What follows belongs to an exercise in optimizing a design on an open flow for a short achievable clock period, few clock cycles per item and low power; a production flow would make more cautious choices. Function was checked by simulation only, so behaviour that the tests miss may differ from the original. Power and IR drop assume default switching activity.

==> inputs of job 9985 <==
==> flow/design.v (excerpt) <==
module riscv_hart_top #(
	parameter logic [XLEN-1:0] RESET_PC = 32'h0000_0000
) (
	input  logic            clock_bus_i,
	input  logic            reset_i,
	output logic [3:0]      exception_bus_o,
	output logic [XLEN-1:0] inst_addr_o,
	output logic            mem_req0_o,
	output logic [XLEN-1:0] mem_add0_o,
	input  logic [XLEN-1:0] mem_data0_i,
	input  logic            mem_done0_i,
	output logic            mem_req1_o,
	output logic            mem_rw1_o,
	output logic [XLEN-1:0] mem_add1_o,
	output logic [XLEN-1:0] mem_data1_o,
	input  logic [XLEN-1:0] mem_data1_i,
	input  logic            mem_done1_i,
	output logic            per_req_o,
	output logic            per_rw_o,
	output logic [XLEN-1:0] per_add_o,
	output logic [XLEN-1:0] per_data_o,
	input  logic [XLEN-1:0] per_data_i
);
	logic            hart_mreq;
	logic            hart_preq;
	logic            hart_rw;
	logic [XLEN-1:0] hart_add;
	logic [XLEN-1:0] hart_wdata;
	riscv_hart_core #(
		.RESET_PC (RESET_PC)
	) hart_inst (
		.clock_bus_i     (clock_bus_i),
		.reset_i         (reset_i),
		.inst_req_o      (mem_req0_o),
		.inst_addr_o     (mem_add0_o),
		.inst_data_i     (mem_data0_i),
  ...
clock: 9.0 ns
lec_check: 0
abc_clock_period_in_ps: 3000
cap_margin: 30
core_margin: 2
core_utilization: 40
cts_buf_list: sky130_fd_sc_hd__clkbuf_8
cts_cluster_diameter: 50
cts_cluster_size: 16
setup_slack_margin: 5
slew_margin: 30
run.sh (not shown) runs the stock make flow with config.mk's settings and CLKGATE_MAP_FILE= SYNTH_SCRIPT=/design/flow/synth_recipe.tcl, a recipe that flattens the netlist after the stock synthesis.
==> job 6878 (differences from job 9985) <==
--- a/flow/design.v
+++ b/flow/design.v
@@ -38,12 +38,12 @@
 	output logic [XLEN-1:0] result_o,
 	output logic            equal_o
 );
 	logic [XLEN-1:0] sum;
 	logic            less;
-	assign sum     = a_i + (sub_i ? ~b_i : b_i) + {{(XLEN-1){1'b0}}, sub_i};
-	assign less    = (a_i[XLEN-1] ^ b_i[XLEN-1]) ? a_i[XLEN-1] : sum[XLEN-1];
+	assign sum     = a_i + b_i + {{(XLEN-1){1'b0}}, sub_i};
+	assign less    = (a_i[XLEN-1] == b_i[XLEN-1]) ? a_i[XLEN-1] : sum[XLEN-1];
 	assign equal_o = (a_i == b_i);
 	always_comb begin
 		case (fn_i)
 			4'b0001: result_o = {{(XLEN-1){1'b0}}, less};
 			4'b0010: result_o = a_i ^ b_i;
@@ -101,21 +101,18 @@
 	logic            d_valid;
 	logic            d_pred;      
 	logic [XLEN-1:0] ir;
 	logic [XLEN-1:0] d_pc;
 	logic            x_valid;
-	logic [XLEN-1:0] x_a, x_b;
-	logic [11:0]     x_imm;       
+	logic [XLEN-1:0] x_a, x_b;    
+	logic [19:0]     x_imm;       
 	logic [XLEN-1:0] x_pc;
 	logic [4:0]      x_rd;
 	logic            x_we;        
 	logic            x_mem, x_st, x_br, x_jal, x_pred, x_bne, x_sub;
 	logic            x_misal;     
 	logic [3:0]      x_fn;
-	logic            w_valid;
-	logic [4:0]      w_rd;
-	logic [XLEN-1:0] w_res;
 	logic            m_mreq;      
 	logic            m_preq;      
 	logic            m_rw;
 	logic            m_we;        
 	logic [4:0]      m_rd;
@@ -148,14 +145,13 @@
 	logic d_use1, d_use2, d_we, d_sub;
 	assign d_use1 = d_op | d_opi | d_ld | d_st | d_br;
 	assign d_use2 = d_op | d_st | d_br;
 	assign d_we   = (d_op | d_opi | d_lui | d_ld | d_jal) && (rd != 5'd0);
 	assign d_sub  = d_op && (f3 == 3'b010 || (f3 == 3'b000 && ir[30]));
-	logic [XLEN-1:0] imm_i, imm_u, imm_j;
+	logic [XLEN-1:0] imm_i, imm_u;
 	assign imm_i = {{20{ir[31]}}, ir[31:20]};
 	assign imm_u = {ir[31:12], 12'b0};
-	assign imm_j = {{11{ir[31]}}, ir[31], ir[19:12], ir[20], ir[30:21], 1'b0};
 	logic [XLEN-1:0] rf_a, rf_b;
 	logic            rf_we;
 	logic [4:0]      rf_wa;
 	logic [XLEN-1:0] rf_wd;
 	riscv_regfile regfile_inst (
@@ -166,13 +162,10 @@
 		.rs2_data_o  (rf_b),
 		.rd_we_i     (rf_we),
 		.rd_addr_i   (rf_wa),
 		.rd_data_i   (rf_wd)
 	);
-	logic [XLEN-1:0] op_a, op_b;
-	assign op_a = (w_valid && w_rd == rs1) ? w_res : rf_a;
-	assign op_b = (w_valid && w_rd == rs2) ? w_res : rf_b;
 	logic haz;
 	assign haz = (x_valid && x_we && ((d_use1 && x_rd == rs1) || (d_use2 && x_rd == rs2))) ||
 	             (m_we && ((d_use1 && m_rd == rs1) || (d_use2 && m_rd == rs2)));
 	logic [XLEN-1:0] alu_res;
 	logic            alu_eq;
@@ -184,12 +177,12 @@
 		.result_o (alu_res),
 		.equal_o  (alu_eq)
 	);
 	logic [XLEN-1:0] x_addr, x_alt;
 	logic            x_mispred;
-	assign x_addr    = x_a + {{20{x_imm[11]}}, x_imm};
-	assign x_alt     = x_pc + ((x_pred || x_jal) ? 32'd4 : {{19{x_imm[11]}}, x_imm, 1'b0});
+	assign x_addr    = x_a + {{20{x_imm[11]}}, x_imm[11:0]};
+	assign x_alt     = x_pc + (x_pred ? 32'd4 : {{11{x_imm[19]}}, x_imm, 1'b0});
 	assign x_mispred = x_jal ? !x_pred : ((alu_eq ^ x_bne) != x_pred);
 	logic f_free, f_done;
 	assign f_done = f_busy && inst_done_i;
 	assign f_free = (!f_busy && !f_req) || f_done;
 	logic m_free;
@@ -203,14 +196,14 @@
 	assign x_exc_pend = x_valid && x_mem && x_misal;
 	logic x_free, d_issue;
 	assign x_free  = !x_valid || (!x_ctl && x_done_nb);
 	assign d_issue = d_valid && !d_illegal && !haz && x_free;
 	logic x_wr;
-	assign x_wr  = x_valid && x_we && !x_mem && !m_we && (!x_jal || !x_mispred || f_free);
-	assign rf_we = m_we || w_valid;
-	assign rf_wa = m_we ? m_rd : w_rd;
-	assign rf_wd = m_we ? (m_preq ? per_data_i : mem_data_i) : w_res;
+	assign x_wr  = x_valid && x_we && !x_mem && !m_we;
+	assign rf_we = m_we || x_wr;
+	assign rf_wa = m_we ? m_rd : x_rd;
+	assign rf_wd = m_we ? (m_preq ? per_data_i : mem_data_i) : alu_res;
 	logic            in_jal, in_pred, in_sign;
 	logic [11:0]     in_off;      
 	logic [13:0]     in_lo;
 	logic [18:0]     hi, hi_inc, hi_dec;
 	logic [XLEN-1:0] in_tgt;
@@ -259,32 +252,30 @@
 			f_req   <= 1'b0;
 			f_busy  <= 1'b0;
 			f_pc    <= RESET_PC;
 			d_valid <= 1'b0;
 			x_valid <= 1'b0;
-			w_valid <= 1'b0;
 			m_mreq  <= 1'b0;
 			m_preq  <= 1'b0;
 			m_we    <= 1'b0;
 			exc     <= EXC_NONE;
 		end else begin
 			f_busy <= f_busy_n;
 			f_req  <= f_busy_n || want;
 			if (accept && in_pred && !x_redirect)
 				f_pc <= in_tgt;
 			else if (x_redirect)
-				f_pc <= x_jal ? alu_res : x_alt;
+				f_pc <= x_alt;
 			else if (accept)
 				f_pc <= f_pc + 32'd4;
 			if (x_redirect)
 				d_valid <= 1'b0;
 			else if (accept)
 				d_valid <= 1'b1;
 			else if (d_issue)
 				d_valid <= 1'b0;
 			x_valid <= d_issue || (x_valid && !(x_ctl ? x_done_ctl : x_done_nb));
-			w_valid <= x_wr;
 			if (x_handoff) begin
 				m_mreq <= !x_addr[31];
 				m_preq <= x_addr[31];
 				m_we   <= x_we;
 			end else if (m_preq || (m_mreq && mem_done_i)) begin
@@ -301,32 +292,32 @@
 			ir     <= inst_data_i;
 			d_pc   <= f_pc;
 			d_pred <= in_pred;
 		end
 		if (x_free) begin
-			x_a     <= d_jal ? d_pc : d_lui ? '0 : op_a;
-			x_b     <= d_use2 ? op_b : d_lui ? imm_u : d_jal ? imm_j : imm_i;
-			x_imm   <= d_st ? {ir[31:25], ir[11:7]} : d_br ? {ir[31], ir[7], ir[30:25], ir[11:8]} : ir[31:20];
+			x_a     <= d_jal ? d_pc : d_lui ? '0 : rf_a;
+			x_b     <= d_use2 ? (d_sub ? ~rf_b : rf_b) : d_lui ? imm_u : d_jal ? 32'd4 : imm_i;
+			x_imm   <= d_st  ? {{8{ir[31]}}, ir[31:25], ir[11:7]} :
+			           d_br  ? {{8{ir[31]}}, ir[31], ir[7], ir[30:25], ir[11:8]} :
+			           d_jal ? {ir[31], ir[19:12], ir[20], ir[30:21]} : {{8{ir[31]}}, ir[31:20]};
 			x_pc    <= d_pc;
 			x_rd    <= rd;
 			x_we    <= d_we;
 			x_mem   <= d_ld || d_st;
 			x_st    <= d_st;
 			x_br    <= d_br;
 			x_jal   <= d_jal;
 			x_pred  <= d_pred;
 			x_bne   <= f3[0];
 			x_sub   <= d_sub;
-			x_misal <= (op_a[1:0] + (d_st ? ir[8:7] : ir[21:20])) != 2'b00;
+			x_misal <= (rf_a[1:0] + (d_st ? ir[8:7] : ir[21:20])) != 2'b00;
 			x_fn    <= !(d_op || d_opi)  ? 4'b0000 :
 			           (f3 == 3'b010) ? 4'b0001 :
 			           (f3 == 3'b100) ? 4'b0010 :
 			           (f3 == 3'b110) ? 4'b0100 :
 			           (f3 == 3'b111) ? 4'b1000 : 4'b0000;
 		end
-		w_rd  <= x_rd;
-		w_res <= x_jal ? x_alt : alu_res;
 		if (x_handoff) begin
 			m_rw    <= x_st;
 			m_rd    <= x_rd;
 			m_addr  <= x_addr;
 			m_wdata <= x_b;
- CTS_CLUSTER_DIAMETER: 50 -> 55
- CTS_CLUSTER_SIZE: 16 -> 20
==> summary.txt <==
Status
  – Outcome: finished clean

STA
  – Slew at the pin closest to its max-slew limit: 1.41 ns
  – Final Cycle Share: 44.8%

Worst setup path
  – Data required time of the worst path: 9.56 ns
  – CP Depth: 7
  – Maximum fanout along the worst path: 36
  – Minimum setup slack among reg-to-reg paths: 4.97 ns
  – Cell breakdown of the critical path: clkbuf_8 -> mux4_2 -> mux4_2 -> mux2i_2 -> nor2_1 -> xnor2_1 -> o21ai_0
  – Capturing element of the worst setup path: hart_inst.x_b[1]
  – Worst setup path category: reg2reg

Floorplanning
  – Tapcell Cnt: 2,204

Yosys
  – Share of the synthesized area in the top cell type: 57.4%

Layout
  – Buffer count excluding the clock tree in the final layout: 448
  – Share of final layout cell area taken by non-clock buffers: 5.73%

Detailed routing
  – DRC marker count from the first detailed-route iteration: 5,389
  – Wire length the detailed router placed on met1: 86.3 mm
  – Wire length after detailed routing: 223 mm
the above is filed under job 6878

==> summary.txt <==
Worst setup path
  – Crit path arrival time: 4.88 ns
  – Data required time of the worst path: 9.86 ns
  – CP Depth: 14
  – Cell breakdown of the critical path: clkdlybuf4s50_1 -> mux2_2 -> ha_2 -> nand2_1 -> o21ai_0 -> a41oi_2 -> o21a_2 -> o211ai_1 -> buf_4 -> buf_4 -> nand2_2 -> a2bb2oi_2 -> or4_1 -> nand3_1
  – Worst setup path category: in2reg
  – Capturing element of the worst setup path: hart_inst.f_pc[20]

STA
  – Slew at the pin closest to its max-slew limit: 1.09 ns
  – Final Cycle Share: 44.6%

Yosys
  – Mean Syn Cell Area: 15.0 sq um
  – Most numerous cell in the Yosys netlist: sky130_fd_sc_hd__edfxtp_1
  – Combinational family with the most area after synthesis: multiplexers
  – Share of the synthesized area in the top cell type: 54.8%

Detailed routing
  – Wire length after detailed routing: 243 mm
  – DRC marker count from the first detailed-route iteration: 5,208
  – Wire length on met2: 119 mm

Floorplanning
  – Tapcell Cnt: 2,340

Power
  – Sw Share: 30.7%

Layout
  – Buffer count excluding the clock tree in the final layout: 483
  – Share of final layout cell area taken by non-clock buffers: 5.99%

Status
  – Outcome: finished clean
the above is filed under job 9985

Testbench counts of job 9985, summed over its fixed seeds: cycles 31,496, instrs 15,403.
Testbench counts of job 6878, summed over its fixed seeds: cycles 31,496, instrs 15,403.

-- re-timing with driven ports --
No port has a modelled driver above. Below, the same layouts with a new extraction and two added sets of constraints.
Step 1 assumes that a clkbuf_16 drives the clock port and a buf_2 every other input.
Step 2, shift: input delay + t, output delay - t, t = (earliest + latest rising clock arrival at the registers) / 2. This alone moves slack from input paths to output paths.
Slacks: ideal / step 1 / step 2; pairs: ideal / step 1.
run | t, ns | setup slack, ns | worst setup path after step 2
job 9985 | 1.000 | 4.983 / 4.874 / 3.874 | input to register
job 6878 | 0.938 | 4.970 / 4.956 / 4.084 | input to register
After both steps every run listed still meets setup and hold. For job 9985, which loses most, drivers alone change the setup slack by -0.109 ns; drivers and shift together by -1.109 ns.
